This is an optimization exercise on Yosys and OpenROAD, whose aim is small area, not a production implementation. No run shown here included a check of the RTL's function; only the layout flow was run. No activity file was given, so power comes from the tool's default toggle rates.

==> design.v <==
`timescale 1ns/1ps
module gt_add #(parameter int N = 8) (
    input  logic [N-1:0] a,
    input  logic [N-1:0] b,
    input  logic         ci,
    output logic [N-1:0] s
);
    logic [N:0] c;
    assign c[0] = ci;
    for (genvar i = 0; i < N; i++) begin : g_bit
        assign s[i]   = a[i] ^ b[i] ^ c[i];
        assign c[i+1] = (a[i] & b[i]) | (a[i] & c[i]) | (b[i] & c[i]);
    end
endmodule
module gt_seq (
    input  logic clk25M,
    input  logic reset,
    input  logic frame_tick,
    output logic busy,
    output logic b1,
    output logic b2,
    output logic b3
);
    logic [5:0] seq;
    assign busy = (seq != 6'b100010);
    assign b1 = (seq[3:0] == 4'b0000);
    assign b2 = !seq[5] && !seq[4] && !seq[2] && !seq[1];
    assign b3 = !seq[5] && !seq[3] && !seq[2] && !seq[0];
    always_ff @(posedge clk25M) begin
        if (reset)     seq <= 6'b100010;
        else if (busy) seq <= {seq[4:0], seq[5] ^ seq[4] ^ seq[2] ^ seq[1]};
        else           seq <= {4'b1000, !frame_tick, 1'b0};
    end
endmodule
module gt_hq (
    input  logic       b1, b2, dir_r,
    input  logic [3:0] speed,
    input  logic [8:0] lp,
    input  logic [9:0] scan_h,
    output logic [9:0] hq,
    output logic       hc
);
    always_comb begin
        if (b1) begin
            hq = dir_r ? {6'b111111, ~speed} : {6'b000000, speed};
            hc = dir_r;
        end else if (b2) begin
            hq = {lp, 1'b0};
            hc = 1'b1;
        end else begin
            hq = scan_h;
            hc = 1'b1;
        end
    end
endmodule
module gt_vq (
    input  logic       b1, b2,
    input  logic [6:0] lm,
    input  logic [9:0] scan_v,
    output logic [6:0] vq,
    output logic       vc
);
    always_comb begin
        if (b1) begin
            vq = 7'h7f;
            vc = 1'b0;
        end else if (b2) begin
            vq = {1'b0, lm[6:1]};
            vc = 1'b1;
        end else begin
            vq = scan_v[9:3];
            vc = 1'b1;
        end
    end
endmodule
module gt_cq (
    input  logic       b2, b3, go_left,
    input  logic [9:0] scan_h,
    output logic [8:0] cq,
    output logic       cc
);
    always_comb begin
        if (b2) begin
            cq = 9'h1fc;
            cc = 1'b0;
        end else if (b3) begin
            cq = {9{!go_left}};
            cc = go_left;
        end else begin
            cq = scan_h[9:1];
            cc = 1'b1;
        end
    end
endmodule
module gt_dec (
    input  logic [9:0]  dh,
    input  logic [6:0]  dv,
    input  logic        ext,
    input  logic [15:0] alive,
    output logic        inv_hit,
    output logic [1:0]  row,
    output logic [1:0]  col
);
    logic in_col, in_row;
    assign in_col = (dh[9:7] == 3'd0) && !dh[4];
    assign col    = dh[6:5];
    always_comb begin
        in_row = 1'b1;
        case (dv)
            7'd0, 7'd1:   row = 2'd0;
            7'd6, 7'd7:   row = 2'd1;
            7'd12, 7'd13: row = 2'd2;
            7'd18, 7'd19: row = 2'd3;
            7'd127: begin row = 2'd0; in_row = ext; end
            7'd5:   begin row = 2'd1; in_row = ext; end
            7'd11:  begin row = 2'd2; in_row = ext; end
            7'd17:  begin row = 2'd3; in_row = ext; end
            default: begin row = 2'd0; in_row = 1'b0; end
        endcase
    end
    assign inv_hit = in_col && in_row && alive[{row, col}];
endmodule
module gt_wall (
    input  logic [15:0] alive,
    input  logic        dir_r,
    input  logic [9:0]  march,
    input  logic [5:0]  yq,
    output logic        wall,
    output logic        floor_hit
);
    logic [3:0] col_alive, row_alive;
    logic [1:0] cdir;
    logic       any_alive;
    always_comb begin
        for (int c = 0; c < 4; c++)
            col_alive[c] = alive[c] | alive[4+c] | alive[8+c] | alive[12+c];
        for (int r = 0; r < 4; r++)
            row_alive[r] = |alive[4*r +: 4];
        any_alive = |col_alive;
        if (dir_r)
            cdir = col_alive[3] ? 2'd3 : col_alive[2] ? 2'd2 : col_alive[1] ? 2'd1 : 2'd0;
        else
            cdir = col_alive[0] ? 2'd0 : col_alive[1] ? 2'd1 : col_alive[2] ? 2'd2 : 2'd3;
        if (row_alive[3])      floor_hit = yq[5];
        else if (row_alive[2]) floor_hit = yq[5] && (yq[4:0] >= 5'd6);
        else if (row_alive[1]) floor_hit = yq[5] && (yq[4:0] >= 5'd12);
        else                   floor_hit = yq[5] && (yq[4:0] >= 5'd18);
    end
    assign wall = any_alive && march[9] && (march[8:7] == {2{!dir_r}})
               && (march[6:5] == ~cdir) && march[4] && (march[3:0] != 4'd0);
endmodule
module gt_pix (
    input  logic [9:0] scan_h,
    input  logic [9:0] scan_v,
    input  logic [8:0] dc,
    input  logic [7:0] dl,
    input  logic [8:0] nlp,
    input  logic       la,
    input  logic       inv_hit,
    input  logic [1:0] row,
    output logic [2:0] cls
);
    wire can_px = (scan_v[9:3] == 7'd55) && (dc[8:3] == 6'd0);
    wire las_px = la && (scan_h[9:1] == ~nlp) && !scan_h[0] && (dl[7:1] == 7'd0);
    always_comb begin
        if (las_px)       cls = 3'b111;
        else if (can_px)  cls = 3'b110;
        else if (inv_hit) begin
            case (row)
                2'd0:    cls = 3'b101;
                2'd1:    cls = 3'b011;
                2'd2:    cls = 3'b010;
                default: cls = 3'b100;
            endcase
        end else          cls = 3'b000;
    end
endmodule
module game_top (
    input  logic              clk25M,
    input  logic              reset,
    input  logic              frame_tick,
    input  logic              btn_left,
    input  logic              btn_right,
    input  logic              btn_fire,
    input  logic [3:0]        speed,
    input  logic              scan_en,
    input  logic [9:0]        scan_h,
    input  logic [9:0]        scan_v,
    output logic              busy,
    output logic              pixel_en,
    output logic [11:0]       pixel_color
);
    logic        b1, b2, b3;
    logic [9:0]  nfx;
    logic [5:0]  nyq;
    logic [15:0] alive;
    logic        dir_r;
    logic [8:0]  ncp;
    logic        la;
    logic [8:0]  nlp;
    logic [6:0]  nlm;
    gt_seq u_seq (.clk25M(clk25M), .reset(reset), .frame_tick(frame_tick),
                  .busy(busy), .b1(b1), .b2(b2), .b3(b3));
    logic [9:0] hq, hs;
    logic       hc;
    logic [6:0] vq, vs;
    logic       vc;
    logic [8:0] cq, cs;
    logic       cc;
    logic [7:0] ls;
    wire go_left  = btn_left && (ncp != 9'h1ff);
    wire go_right = btn_right && (~ncp < 9'd312);
    gt_hq u_hq (.b1(b1), .b2(b2), .dir_r(dir_r), .speed(speed), .lp(~nlp), .scan_h(scan_h), .hq(hq), .hc(hc));
    gt_add #(10) u_ha (.a(nfx), .b(hq), .ci(hc), .s(hs));
    gt_vq u_vq (.b1(b1), .b2(b2), .lm(~nlm), .scan_v(scan_v), .vq(vq), .vc(vc));
    gt_add #(7) u_va (.a({1'b1, nyq}), .b(vq), .ci(vc), .s(vs));
    gt_cq u_cq (.b2(b2), .b3(b3), .go_left(go_left), .scan_h(scan_h), .cq(cq), .cc(cc));
    gt_add #(9) u_ca (.a(ncp), .b(cq), .ci(cc), .s(cs));
    gt_add #(8) u_la (.a({1'b1, nlm}), .b(b2 ? 8'h00 : scan_v[9:2]), .ci(1'b1), .s(ls));
    logic       inv_hit, wall, floor_hit;
    logic [1:0] row, col;
    gt_dec u_dec (.dh(hs), .dv(vs), .ext(b2 && !nlm[0]), .alive(alive),
                  .inv_hit(inv_hit), .row(row), .col(col));
    gt_wall u_wall (.alive(alive), .dir_r(dir_r), .march(~hs), .yq(~nyq),
                    .wall(wall), .floor_hit(floor_hit));
    wire hit     = b2 && la && inv_hit;
    wire la_left = la && !hit;
    always_ff @(posedge clk25M) begin
        if (reset) begin
            nfx   <= ~10'd32;
            nyq   <= ~6'd4;
            dir_r <= 1'b1;
            ncp   <= ~9'd156;
            la    <= 1'b0;
        end else begin
            if (b1) begin
                if (wall) begin
                    dir_r <= !dir_r;
                    if (!floor_hit) nyq <= vs[5:0];
                end else begin
                    nfx <= hs;
                end
            end
            if (b2) la <= la_left ? ls[7] : btn_fire;
            if (b3 && (go_left || go_right)) ncp <= cs;
        end
    end
    always_ff @(posedge clk25M) begin
        for (int i = 0; i < 16; i++)
            alive[i] <= reset || (alive[i] && !(hit && {row, col} == 4'(i)));
    end
    always_ff @(posedge clk25M) begin
        if (b2) begin
            nlm <= la_left ? ls[6:0] : ~7'd108;
            if (!la_left) nlp <= cs;
        end
    end
    logic [2:0] cls, cls_q1, cls_q2;
    logic [1:0] en_q;
    gt_pix u_pix (.scan_h(scan_h), .scan_v(scan_v), .dc(cs), .dl(ls), .nlp(nlp), .la(la),
                  .inv_hit(inv_hit), .row(row), .cls(cls));
    always_ff @(posedge clk25M) begin
        cls_q1 <= cls;
        cls_q2 <= cls_q1;
    end
    always_ff @(posedge clk25M) begin
        if (reset) en_q <= 2'b00;
        else       en_q <= {en_q[0], scan_en};
    end
    assign pixel_en = en_q[1];
    assign pixel_color = {{4{cls_q2[2]}},
                          cls_q2[1] | (cls_q2[2] & !cls_q2[0]),
                          {3{cls_q2[1]}},
                          {4{cls_q2[0]}}};
endmodule
==> flow/run.sh <==
#!/bin/bash
# The standard layout with two changes: the smallest buffer on the ports,
# and a clock tree without dummy loads.
set -euo pipefail
bash standard.sh \
  "BUFFER_PORTS_ARGS=-buffer_cell sky130_fd_sc_hd__buf_1" \
  "CTS_ARGS=-sink_clustering_enable -repair_clock_nets -dont_use_dummy_load -buf_list sky130_fd_sc_hd__clkbuf_8" \
  finish > standard.log 2>&1
==> standard.sh <==
#!/bin/bash
# synth_recipe.tcl (not shown) runs the flow's synth.tcl, then flattens the netlist and writes it again
# the make line also repeats each setting of config.mk as NAME=value (left out here)
make -C /OpenROAD-flow-scripts/flow DESIGN_CONFIG=/design/flow/config.mk WORK_HOME=/design/flow/orfs CLKGATE_MAP_FILE= SYNTH_SCRIPT=/design/flow/synth_recipe.tcl "${@:-finish}"
==> config.mk <==
export PLATFORM = sky130hd
export DESIGN_NAME = game_top
export DESIGN_NICKNAME = game_top
export VERILOG_FILES = /design/flow/design.v
export SDC_FILE = /design/flow/constraint.sdc
export NUM_CORES = 4
export LEC_CHECK = 0
export ABC_AREA = 1
export CAP_MARGIN = 20
export CORE_MARGIN = 2
export CORE_UTILIZATION = 65
export SLEW_MARGIN = 20
==> constraint.sdc <==
create_clock -name core_clock -period 6.0 [get_ports {clk25M}]
set_input_delay 1.2000 -clock core_clock [delete_from_list [all_inputs] [get_ports {clk25M}]]
set_output_delay 1.2000 -clock core_clock [all_outputs]
set_load 0.01 [all_outputs]
==> results of run 1 <==
-- power breakdown --
group | internal, mW | switching [mW] | total (mW)
combinational | 0.568 | 0.883 | 1.45
clock | 0.134 | 0.159 | 0.293
sequential | 0.624 | 0.0704 | 0.694
-- cell families after synthesis --
| family | after synthesis | synth area share |
|---|---|---|
| fa+ha+maj | 35 | 0.1352 |
| simple gates | 241 | 0.2332 |
| buf+inv | 117 | 0.1046 |
| compound gates | 116 | 0.1479 |
| flops | 73 | 0.3422 |
| xor+xnor | 20 | 0.03697 |
-- sequential cells by signal (all words and copies together) (netlist names) --
register	flops
alive	16
cls_q1	3
nfx	10
u_seq.seq	6
dir_r	1
nyq	6
nlm	7
la	1
en_q	2
cls_q2	3
ncp	9
nlp	9
-- cell type report --
type,count,area (µm²),area share
repair buffers,74,397.9,0.07484
well taps,99,123.9,0.02330
inverters,94,355.3,0.06684
clock buffers,9,123.9,0.02330
flip-flops and latches,73,1622,0.3050
multi-input cells,413,2694,0.5067
-- critical path, stage by stage --
cell and delay (ns):
sky130_fd_sc_hd__buf_1 0.12, sky130_fd_sc_hd__xnor2_1 0.14, sky130_fd_sc_hd__o21ai_1 0.12, sky130_fd_sc_hd__fa_2 0.35, sky130_fd_sc_hd__fa_2 0.35, sky130_fd_sc_hd__fa_2 0.35, sky130_fd_sc_hd__fa_2 0.36, sky130_fd_sc_hd__inv_2 0.07
sky130_fd_sc_hd__fa_2 0.19, sky130_fd_sc_hd__inv_1 0.06, sky130_fd_sc_hd__fa_2 0.36, sky130_fd_sc_hd__fa_2 0.36, sky130_fd_sc_hd__fa_1 0.36, sky130_fd_sc_hd__inv_1 0.09, sky130_fd_sc_hd__fa_2 0.20, sky130_fd_sc_hd__xor2_1 0.07
sky130_fd_sc_hd__or2_1 0.24, sky130_fd_sc_hd__nand2_2 0.07, sky130_fd_sc_hd__inv_2 0.05, sky130_fd_sc_hd__nor2_4 0.09, sky130_fd_sc_hd__nand2_2 0.09, sky130_fd_sc_hd__nor2_4 0.15, sky130_fd_sc_hd__nand2_4 0.07, sky130_fd_sc_hd__nand2_4 0.06
sky130_fd_sc_hd__inv_2 0.07, sky130_fd_sc_hd__nor2_4 0.18
-- what timing repair did --
| item | CTS | global route |
|---|---|---|
| endpoints found under the hold margin | 0 | 0 |
| setup buffers | 0 | 0 |
| cloned | 1 | 0 |
| pin swaps | 2 | 5 |
| setup endpoints to repair | 13 | 50 |
| gates resized for setup | 3 | 14 |
-- worst paths after layout --
check	depth (start not counted)	slack, ns	start	to
worst max-delay path	26	0.19	speed[0]	nlp[1]
worst min-delay path	0	0.32	cls_q1[0]	cls_q2[0]
worst max register to register	27	0.51	u_seq.seq[1]	nlp[1]
worst min register to register	0	0.32	cls_q1[0]	cls_q2[0]
-- synth_stat cells (2+ instances only) --
| library cell | number |
|---|---|
| sky130_fd_sc_hd__o31ai_1 | 3 |
| sky130_fd_sc_hd__xnor2_1 | 14 |
| sky130_fd_sc_hd__nor4_1 | 5 |
| sky130_fd_sc_hd__fa_1 | 27 |
| sky130_fd_sc_hd__o211ai_1 | 10 |
| sky130_fd_sc_hd__inv_1 | 89 |
| sky130_fd_sc_hd__buf_6 | 2 |
| sky130_fd_sc_hd__dfxtp_1 | 57 |
| sky130_fd_sc_hd__nand4_1 | 9 |
| sky130_fd_sc_hd__o21ai_1 | 3 |
| sky130_fd_sc_hd__buf_4 | 10 |
| sky130_fd_sc_hd__nand2_4 | 6 |
| sky130_fd_sc_hd__clkbuf_1 | 9 |
| sky130_fd_sc_hd__nand3_2 | 2 |
| sky130_fd_sc_hd__a31oi_1 | 3 |
| sky130_fd_sc_hd__or2_2 | 3 |
| sky130_fd_sc_hd__nand2_2 | 7 |
| sky130_fd_sc_hd__inv_2 | 2 |
| sky130_fd_sc_hd__ha_1 | 8 |
| sky130_fd_sc_hd__xor2_1 | 6 |
| sky130_fd_sc_hd__nand3_1 | 26 |
| sky130_fd_sc_hd__nor2_4 | 3 |
| sky130_fd_sc_hd__o21ai_2 | 12 |
| sky130_fd_sc_hd__a21oi_1 | 31 |
| sky130_fd_sc_hd__o22ai_1 | 7 |
| sky130_fd_sc_hd__nand2_1 | 109 |
| sky130_fd_sc_hd__o21a_1 | 2 |
| sky130_fd_sc_hd__edfxtp_1 | 16 |
| sky130_fd_sc_hd__nor3_1 | 6 |
| sky130_fd_sc_hd__o21ai_0 | 39 |
| sky130_fd_sc_hd__nor2_1 | 59 |
| sky130_fd_sc_hd__nor2_2 | 3 |
| sky130_fd_sc_hd__clkinv_1 | 2 |
-- metal layers --
| layer | track usage | part of all wire | wire, µm | vias to the layer above |
|---|---|---|---|---|
| li1 | - | - | - | 2054 |
| met5 | 0 | 0 | 0 | - |
| met1 | 0.3499 | 0.40 | 4318 | 1923 |
| met4 | 0.09498 | 0.019 | 203 | 0 |
| met2 | 0.5104 | 0.52 | 5581 | 133 |
| met3 | 0.05171 | 0.056 | 605 | 19 |
-- through the flow --
stage | utilization | hold WS [ns] | cell area (µm²)
after floorplan | - | 0.3096 | 4758
after detailed placement | 0.7202 | 0.3121 | 5140
final | 0.7449 | 0.3159 | 5316
after global placement | 0.7202 | 0.3130 | 5140
after CTS | 0.7402 | 0.3133 | 5283
after global routing | 0.7449 | 0.3167 | 5316
==> flow_summary.html, run 1 <==
<table>
<tr><th>Metric</th><th>Value</th></tr>
<tr><th colspan="2">Run status</th></tr>
<tr><td>Run status</td><td>no timing/DRC/antenna violations</td></tr>
<tr><th colspan="2">Flow run</th></tr>
<tr><td>Max_cap viols</td><td>0</td></tr>
<tr><th colspan="2">Layout</th></tr>
<tr><td>Share of post-route cells with drive strength above 1</td><td>0.1538</td></tr>
<tr><td>Diode count</td><td>0</td></tr>
<tr><td>Fillers</td><td>580</td></tr>
<tr><td>Commonest cells after routing, fill and taps aside</td><td>105 x sky130_fd_sc_hd__nand2_1, 87 x sky130_fd_sc_hd__inv_1, 57 x sky130_fd_sc_hd__nor2_1, 57 x sky130_fd_sc_hd__dfxtp_1, 42 x sky130_fd_sc_hd__buf_1</td></tr>
<tr><td>Commonest non-fill, non-tap cell in the layout</td><td>sky130_fd_sc_hd__nand2_1</td></tr>
<tr><td>Count of nets after finishing</td><td>731</td></tr>
<tr><td>Layout Area Growth over Synthesis</td><td>12.20%</td></tr>
<tr><td>Final standard cell count with taps included and fillers excluded</td><td>762</td></tr>
<tr><th colspan="2">Die</th></tr>
<tr><td>Initial standard-cell utilization of the core</td><td>0.6639</td></tr>
<tr><td>Die extent in x</td><td>89.38 µm</td></tr>
<tr><td>Core area</td><td>0.007137 mm²</td></tr>
<tr><td>Die extent in y</td><td>89.38 µm</td></tr>
<tr><td>Ports placed on the boundary</td><td>45</td></tr>
<tr><td>Die area</td><td>0.007989 mm²</td></tr>
<tr><td>Std cell rows</td><td>31</td></tr>
<tr><th colspan="2">STA</th></tr>
<tr><td>Worst rel slew slack</td><td>0.6447</td></tr>
<tr><td>Crit path setup slack, layout</td><td>0.1899 ns</td></tr>
<tr><td>Worst clock skew</td><td>0.01975 ns</td></tr>
<tr><td>Setup-failing EPs final</td><td>0</td></tr>
<tr><td>Total negative slack</td><td>0 ns</td></tr>
<tr><td>Slew at the pin closest to its max-slew limit</td><td>0.5288 ns</td></tr>
<tr><td>Fraction of the cycle the final worst path needs</td><td>0.9683</td></tr>
<tr><td>Period minus WS final</td><td>5.810 ns</td></tr>
<tr><td>Final count of hold timing violations</td><td>0</td></tr>
<tr><td>Highest achievable clock rate</td><td>172.1 MHz</td></tr>
<tr><td>Final Max Slew Viols</td><td>0</td></tr>
<tr><th colspan="2">Synth</th></tr>
<tr><td>Cell taking the most area after synthesis</td><td>sky130_fd_sc_hd__dfxtp_1</td></tr>
<tr><td>Cell count after synthesis</td><td>602</td></tr>
<tr><td>Share of the synthesized area in the top cell type</td><td>0.2408</td></tr>
<tr><td>Sequential-to-total area share from yosys stat</td><td>0.3422</td></tr>
<tr><td>Synthesized cell area</td><td>0.004738 mm²</td></tr>
<tr><td>Mean instance size in the synthesized netlist</td><td>7.871 µm²</td></tr>
<tr><td>Post-synthesis cell type count</td><td>45</td></tr>
<tr><td>Cell types occupying the most area after synthesis</td><td>sky130_fd_sc_hd__dfxtp_1 24%, sky130_fd_sc_hd__fa_1 11%, sky130_fd_sc_hd__edfxtp_1 10%</td></tr>
<tr><td>Yosys reg bits</td><td>73</td></tr>
<tr><td>Yosys warnings</td><td>8</td></tr>
<tr><td>Share of async-settable or async-resettable flops after synthesis</td><td>0</td></tr>
<tr><td>Leading register cell type out of synthesis</td><td>sky130_fd_sc_hd__dfxtp_1</td></tr>
<tr><td>Syn nets</td><td>668</td></tr>
<tr><td>Number of enable flip-flop cells after synthesis</td><td>16</td></tr>
<tr><th colspan="2">Setup path</th></tr>
<tr><td>Category of the worst setup path capture point</td><td>flip-flop</td></tr>
<tr><td>WP data required</td><td>6.02 ns</td></tr>
<tr><td>Maximum fanout along the worst path</td><td>5</td></tr>
<tr><td>Arrival time at the worst endpoint</td><td>5.83 ns</td></tr>
<tr><td>Critical Path Source Type</td><td>primary input</td></tr>
<tr><td>Crit path kind</td><td>in2reg</td></tr>
<tr><th colspan="2">Global route</th></tr>
<tr><td>Maximum number of pins on one net before global-route repair</td><td>33</td></tr>
<tr><td>Total Routing Usage GR</td><td>0.2865</td></tr>
<tr><td>Overall overflow remaining after global route</td><td>0</td></tr>
<tr><td>Wire length of the first global-routing pass</td><td>17.47 mm</td></tr>
<tr><td>Initial antenna violation count</td><td>0</td></tr>
<tr><td>Via count of the first global-routing pass</td><td>3811</td></tr>
<tr><th colspan="2">Route</th></tr>
<tr><td>Length of the first detailed-routing pass in iterations</td><td>4</td></tr>
<tr><td>Routed vias</td><td>4129</td></tr>
<tr><td>Final wirelength</td><td>10.71 mm</td></tr>
<tr><td>First-iteration detailed-routing DRC count</td><td>188</td></tr>
<tr><td>Via-to-Cell Ratio</td><td>5.419</td></tr>
<tr><td>Wirelength per Cell</td><td>14.05 µm</td></tr>
<tr><td>DRC</td><td>0</td></tr>
<tr><td>Number of antenna-violating nets in the routed design</td><td>0</td></tr>
<tr><th colspan="2">CTS</th></tr>
<tr><td>Num CTS Buffers</td><td>9</td></tr>
<tr><td># clock sinks</td><td>73</td></tr>
<tr><td>Clock Root Buffer</td><td>sky130_fd_sc_hd__clkbuf_8</td></tr>
<tr><td>Clock latency on the worst-skew pair</td><td>0.34 ns</td></tr>
<tr><td>Hold_buf cts</td><td>0</td></tr>
<tr><td>Register clock-pin slew on the reported worst setup and hold paths</td><td>0.06 ns</td></tr>
<tr><td>Buffer levels on the longest clock path</td><td>2</td></tr>
<tr><td>H-tree levels</td><td>3</td></tr>
<tr><td>CTS tree</td><td>built</td></tr>
<tr><th colspan="2">Placement</th></tr>
<tr><td>Gpl congestion</td><td>0.9177</td></tr>
<tr><td>Number of instances in the placed design</td><td>752</td></tr>
<tr><td>Detailed-placement wirelength estimate</td><td>8.499 mm</td></tr>
<tr><td>Port buffer count</td><td>42</td></tr>
<tr><td>Dpl ws</td><td>-0.4302 ns</td></tr>
<tr><th colspan="2">Power and ir drop</th></tr>
<tr><td>Worst-case vdd ir drop</td><td>0.0003184 V</td></tr>
<tr><td>Overall power consumption</td><td>2.438 mW</td></tr>
<tr><td>Total leakage power</td><td>2.356 nW</td></tr>
<tr><td>Power per Cell Area</td><td>458.6 mW/mm²</td></tr>
<tr><th colspan="2">Hold path</th></tr>
<tr><td>Type of the most critical hold path</td><td>reg2reg</td></tr>
</table>
==> run 2: changes to the inputs <==
--- a/config.mk
+++ b/config.mk
@@ -6,5 +6,5 @@
 export NUM_CORES = 4
 export LEC_CHECK = 0
-export ABC_AREA = 1
+export ABC_AREA = 0
 export CAP_MARGIN = 20
 export CORE_MARGIN = 2
==> run 2 against run 1 <==
Register-to-register slack got worse by 0.26 ns. Total power is 8.0% lower. Die area rose by 0.65%. Final cell count fell by 17%. Critical path type unchanged. Largest cell class unchanged. Highest routed layer unchanged.
==> flow_summary.html, run 2 <==
<table>
<tr><th>Metric</th><th>Value</th></tr>
<tr><th colspan="2">Run status</th></tr>
<tr><td>Run status</td><td>no timing/DRC/antenna violations</td></tr>
<tr><th colspan="2">Die</th></tr>
<tr><td>Initial standard-cell utilization of the core</td><td>0.6649 (+0.0009449)</td></tr>
<tr><td>Die extent in y</td><td>89.67 µm (+0.32%)</td></tr>
<tr><td>Core area</td><td>0.007176 mm² (+0.54%)</td></tr>
<tr><td>Die area</td><td>0.008041 mm² (+0.65%)</td></tr>
<tr><td>Std cell rows</td><td>31 (unchanged)</td></tr>
<tr><td>Die extent in x</td><td>89.67 µm (+0.32%)</td></tr>
<tr><td>Ports placed on the boundary</td><td>45 (unchanged)</td></tr>
<tr><th colspan="2">Power and ir drop</th></tr>
<tr><td>Proportion of power drawn by the clock network</td><td>0.132 (+0.012)</td></tr>
<tr><td>Power per Cell Area</td><td>424.7 mW/mm² (-7.4%)</td></tr>
<tr><td>Proportion of power drawn by combinational gates</td><td>0.570 (-0.025)</td></tr>
<tr><td>Total leakage power</td><td>1.945 nW (-17%)</td></tr>
<tr><td>Switching power as a share of total power</td><td>0.4246 (-0.03145)</td></tr>
<tr><td>Int Pwr</td><td>1.291 mW (-2.6%)</td></tr>
<tr><td>Overall power consumption</td><td>2.244 mW (-8.0%)</td></tr>
<tr><td>Switching Power</td><td>0.9526 mW (-14%)</td></tr>
<tr><td>Worst-case vdd ir drop</td><td>0.0002918 V (-8.4%)</td></tr>
<tr><td>Sequential cell fraction of total power</td><td>0.298 (+0.013)</td></tr>
<tr><th colspan="2">Setup path</th></tr>
<tr><td>Critical Path Source Type</td><td>primary input</td></tr>
<tr><td>Arrival time at the worst endpoint</td><td>6.09 ns (+0.26 ns)</td></tr>
<tr><td>Ordered cell list for the critical path</td><td>buf_1 &gt; xnor2_1 &gt; o21ai_1 &gt; fa_2 &gt; fa_2 &gt; fa_2 &gt; fa_2 &gt; inv_2 &gt; fa_1 &gt; inv_1 &gt; fa_2 &gt; fa_2 &gt; fa_1 &gt; inv_1 &gt; fa_1 &gt; nor2b_1 &gt; mux2i_1 &gt; a211oi_2 &gt; buf_4 &gt; nand3_4 &gt; and3_4 &gt; a211o_1</td></tr>
<tr><td>Most numerous cell on the critical path</td><td>sky130_fd_sc_hd__fa_2</td></tr>
<tr><td>Crit path kind</td><td>in2reg</td></tr>
<tr><td>Reg-to-reg setup timing slack</td><td>0.25 ns (-0.26 ns)</td></tr>
<tr><td>Maximum fanout along the worst path</td><td>8 (+3)</td></tr>
<tr><td>Master of the slowest instance on the critical path</td><td>sky130_fd_sc_hd__fa_1</td></tr>
<tr><td>WP data required</td><td>6.24 ns (+0.22 ns)</td></tr>
<tr><td>Category of the worst setup path capture point</td><td>flip-flop</td></tr>
<tr><td>Longest individual stage delay on the worst path</td><td>0.43 ns (+0.07 ns)</td></tr>
<tr><th colspan="2">STA</th></tr>
<tr><td>Highest achievable clock rate</td><td>171.1 MHz (-0.57%)</td></tr>
<tr><td>Worst rel slew slack</td><td>0.5685 (-0.07624)</td></tr>
<tr><td>Slew at the pin closest to its max-slew limit</td><td>0.6472 ns (+0.1184 ns)</td></tr>
<tr><td>Fraction of the cycle the final worst path needs</td><td>0.9739 (+0.005579)</td></tr>
<tr><td>Final Max Slew Viols</td><td>0 (unchanged)</td></tr>
<tr><td>Setup-failing EPs final</td><td>0 (unchanged)</td></tr>
<tr><td>Total negative slack</td><td>0 ns (unchanged)</td></tr>
<tr><td>Period minus WS final</td><td>5.844 ns (+0.03347 ns)</td></tr>
<tr><td>Final count of hold timing violations</td><td>0 (unchanged)</td></tr>
<tr><td>Worst clock skew</td><td>0.02227 ns (+0.002524 ns)</td></tr>
<tr><th colspan="2">Placement</th></tr>
<tr><td>Placed Instance Area</td><td>0.005097 mm² (-0.83%)</td></tr>
<tr><td>Port buffer count</td><td>42 (unchanged)</td></tr>
<tr><td>Detailed-placement wirelength estimate</td><td>8.218 mm (-3.3%)</td></tr>
<tr><td>Gpl congestion</td><td>0.8809 (-4.0%)</td></tr>
<tr><th colspan="2">Synth</th></tr>
<tr><td>Share of async-settable or async-resettable flops after synthesis</td><td>0 (unchanged)</td></tr>
<tr><td>Adder and majority cell fraction of the synthesized area</td><td>0.1343 (-0.0009219)</td></tr>
<tr><td>Compound-Gate Fraction of Synth Area</td><td>0.1907 (+0.04279)</td></tr>
<tr><td>Cell taking the most area after synthesis</td><td>sky130_fd_sc_hd__dfxtp_1</td></tr>
<tr><td>Share of the synthesized area in the top cell type</td><td>0.2392 (-0.001642)</td></tr>
<tr><td>Simple-gate area share of the yosys netlist</td><td>0.1770 (-0.05614)</td></tr>
<tr><td>Yosys warnings</td><td>8 (unchanged)</td></tr>
<tr><td>Cell count after synthesis</td><td>494 (-18%)</td></tr>
<tr><td>Yosys reg bits</td><td>73 (unchanged)</td></tr>
<tr><td>Leading register cell type out of synthesis</td><td>sky130_fd_sc_hd__dfxtp_1</td></tr>
<tr><td>Synthesized cell area</td><td>0.004771 mm² (+0.69%)</td></tr>
<tr><td>Syn nets</td><td>560 (-16%)</td></tr>
<tr><td>Mean instance size in the synthesized netlist</td><td>9.658 µm² (+23%)</td></tr>
<tr><td>Most frequent cell after synthesis</td><td>sky130_fd_sc_hd__dfxtp_1</td></tr>
<tr><td>Multiplexer share of the synthesized area</td><td>0.03147 (+0.03147)</td></tr>
<tr><td>Sequential-to-total area share from yosys stat</td><td>0.3399 (-0.002334)</td></tr>
<tr><td>Largest family of logic cells by synthesized area</td><td>compound AO/OA/AOI/OAI gates</td></tr>
<tr><td>Synthesized-area fraction occupied by xor and xnor cells</td><td>0.05717 (+0.02020)</td></tr>
<tr><td>Post-synthesis cell type count</td><td>60 (+33%)</td></tr>
<tr><td>Cell types occupying the most area after synthesis</td><td>sky130_fd_sc_hd__dfxtp_1 24%, sky130_fd_sc_hd__fa_1 11%, sky130_fd_sc_hd__edfxtp_1 10%</td></tr>
<tr><td>Number of enable flip-flop cells after synthesis</td><td>16 (unchanged)</td></tr>
<tr><td>Ranking of synthesized cells by instance count</td><td>57 x sky130_fd_sc_hd__dfxtp_1, 38 x sky130_fd_sc_hd__inv_1, 36 x sky130_fd_sc_hd__nor2_1, 27 x sky130_fd_sc_hd__fa_1, 23 x sky130_fd_sc_hd__a21oi_1</td></tr>
<tr><th colspan="2">CTS</th></tr>
<tr><td>Register clock-pin slew on the reported worst setup and hold paths</td><td>0.08 ns (+0.02 ns)</td></tr>
<tr><td>Clock latency on the worst-skew pair</td><td>0.34 ns (about the same)</td></tr>
<tr><td># clock sinks</td><td>73 (unchanged)</td></tr>
<tr><td>CTS tree</td><td>built</td></tr>
<tr><td>Buffer levels on the longest clock path</td><td>2 (unchanged)</td></tr>
<tr><td>Num CTS Buffers</td><td>9 (unchanged)</td></tr>
<tr><td>H-tree levels</td><td>3 (unchanged)</td></tr>
<tr><td>Clock Root Buffer</td><td>sky130_fd_sc_hd__clkbuf_8</td></tr>
<tr><th colspan="2">Global route</th></tr>
<tr><td>Maximum number of pins on one net before global-route repair</td><td>63 (+91%)</td></tr>
<tr><td>Total Routing Usage GR</td><td>0.2903 (+0.003751)</td></tr>
<tr><td>Via count of the first global-routing pass</td><td>3733 (-2.0%)</td></tr>
<tr><td>Wire length of the first global-routing pass</td><td>17.65 mm (+1.0%)</td></tr>
<tr><td>Initial antenna violation count</td><td>0 (unchanged)</td></tr>
<tr><td>Overall overflow remaining after global route</td><td>0 (unchanged)</td></tr>
<tr><th colspan="2">Layout</th></tr>
<tr><td>Biggest register</td><td>alive</td></tr>
<tr><td>Commonest non-fill, non-tap cell in the layout</td><td>sky130_fd_sc_hd__dfxtp_1</td></tr>
<tr><td>Commonest cells after routing, fill and taps aside</td><td>57 x sky130_fd_sc_hd__dfxtp_1, 41 x sky130_fd_sc_hd__buf_1, 37 x sky130_fd_sc_hd__inv_1</td></tr>
<tr><td>Share of post-route cells with drive strength above 1</td><td>0.1311 (-0.02276)</td></tr>
<tr><td>Share of the core filled with cells</td><td>0.7364 (-0.008560)</td></tr>
<tr><td>Registers with the most flip-flops</td><td>alive (16), nfx (10)</td></tr>
<tr><td>Count of nets after finishing</td><td>602 (-18%)</td></tr>
<tr><td>Post-layout instance area</td><td>0.005284 mm² (-0.61%)</td></tr>
<tr><td>Layout Area Growth over Synthesis</td><td>10.75%</td></tr>
<tr><td>Footprint of the multi-input gates</td><td>0.002918 mm² (+8.3%)</td></tr>
<tr><td>Max FFs per register</td><td>16 (unchanged)</td></tr>
<tr><td>Fillers</td><td>556 (-4.1%)</td></tr>
<tr><td>Area of all sequential standard cells</td><td>0.001622 mm² (unchanged)</td></tr>
<tr><td>Diode count</td><td>0 (unchanged)</td></tr>
<tr><th colspan="2">Route</th></tr>
<tr><td>First-iteration detailed-routing DRC count</td><td>206 (+9.6%)</td></tr>
<tr><td>DRC</td><td>0 (unchanged)</td></tr>
<tr><td>Number of antenna-violating nets in the routed design</td><td>0 (unchanged)</td></tr>
<tr><td>Length of the first detailed-routing pass in iterations</td><td>5 (+1)</td></tr>
<tr><td>Routed vias</td><td>3795 (-8.1%)</td></tr>
<tr><td>Final wirelength</td><td>10.89 mm (+1.7%)</td></tr>
<tr><td>Wirelength per Cell</td><td>17.20 µm (+22%)</td></tr>
<tr><td>Via-to-Cell Ratio</td><td>5.995 (+11%)</td></tr>
<tr><th colspan="2">Hold path</th></tr>
<tr><td>Type of the most critical hold path</td><td>reg2reg</td></tr>
<tr><th colspan="2">Flow run</th></tr>
<tr><td>Max_cap viols</td><td>0 (unchanged)</td></tr>
</table>
## run 2: cell count changes in the layout (fill, tap and decap cells not counted), moves of 15 or more
cell / delta
sky130_fd_sc_hd__nand2_1: -85
sky130_fd_sc_hd__inv_1: -50
sky130_fd_sc_hd__nor2_1: -22
sky130_fd_sc_hd__o21ai_0: -20
sky130_fd_sc_hd__nand3_1: -19
sky130_fd_sc_hd__o32a_1: +16
sky130_fd_sc_hd__a211o_1: +15
## run 2: kinds of logic (layout without fill, tap and decap cells)
logic type,Yosys count,after routing
flops,73,73
compound gates,118,118
xor+xnor,29,29
mux,10,10
simple gates,154,154
buf+inv,75,115
fa+ha+maj,35,35
## run 2: worst paths after layout
| check | startpoint | to | depth (start not counted) |
|---|---|---|---|
| min reg2reg | cls_q1[2] | cls_q2[2] | 0 |
| max | speed[0] | nfx[0] | 22 |
| min | cls_q1[2] | cls_q2[2] | 0 |
| max reg2reg | u_seq.seq[4] | nfx[0] | 24 |
## run 2: layout make-up
cell class | instances | area share
clock buffer | 9 | 0.02344
inverter | 38 | 0.02700
multi-input combinational | 346 | 0.5522
sequential | 73 | 0.3069
tap | 99 | 0.02344
timing repair buffer | 68 | 0.06701
## run 2: metal layers
metal | global-route usage | up-vias | routed length (µm)
li1 | - | 1848 | -
met1 | 0.3621 | 1816 | 4567
met2 | 0.5087 | 106 | 5599
met3 | 0.04022 | 25 | 423
met4 | 0.1140 | 0 | 295
met5 | 0 | - | 0
## run 2: power groups by stage
stage | Combinational [mW] | Sequential, mW | Clock, mW
2_1_floorplan | 0.929 | 0.665 | 0
3_3_place_gp | 1.20 | 0.674 | 0
3_5_place_dp | 1.23 | 0.678 | 0
4_1_cts | 1.25 | 0.668 | 0.302
5_1_grt | 1.43 | 0.678 | 0.317
6_report | 1.28 | 0.668 | 0.296
## run 2: critical path: cells and delay by family
family	cells	cell delay [ns]
muxes	1	0.10
xor gates and xnor gates	1	0.15
adders and majority gates	9	3.13
AOI/OAI and AO/OA	3	0.56
buffers and inverters	5	0.45
and+or+nand+nor	3	0.47
## run 2: what timing repair did
action,in CTS,in global routing
gates resized for setup,3,11
hold buffers,0,0
endpoints found under the setup margin,8,47
buffers inserted,0,1
gates cloned,0,0
pin swaps,0,11
## run 2: metrics by stage
step           setup slack (ns)  cells  hold WS, ns
4_1_cts                 0.02543    632       0.3111
5_1_grt                -0.01217    633       0.3455
6_report                 0.1564    633       0.3118
3_3_place_gp            -0.2508    623       0.3101
2_1_floorplan          0.003634    494       0.3096
3_5_place_dp            -0.3529    623       0.3128

## afterwards: timing with drivers on the ports
How much do the figures lean on ideal ports? The routed layouts below were timed once more, with nothing changed but the port constraints.
Step 1 (the two cells are an assumption about what drives the block):
set clk [get_ports {clk25M}]
set_driving_cell -lib_cell sky130_fd_sc_hd__clkbuf_16 $clk
set_driving_cell -lib_cell sky130_fd_sc_hd__buf_2 [delete_from_list [all_inputs] $clk]
Step 2 also shifts input and output timing later by t, the mid clock arrival at the registers, as if the neighbouring blocks saw the same clock.
Three values: ideal ports, drivers, drivers and shift; two values: the first two.
| run | t, ns | setup WS [ns] | hold WS [ns] | latest minus earliest clock arrival (ns) |
|---|---|---|---|---|
| run 1 | 0.358 | 0.190 / 0.201 / -0.157 | 0.316 / 0.316 / 0.316 | 0.020 / 0.020 |
| run 2 | 0.365 | 0.156 / 0.159 / -0.206 | 0.312 / 0.312 / 0.312 | 0.023 / 0.023 |
With both steps, setup timing fails in run 1 and run 2, where it was met with ideal ports. For run 2, which loses most, drivers alone change the setup slack by +0.003 ns; drivers and shift together by -0.362 ns.
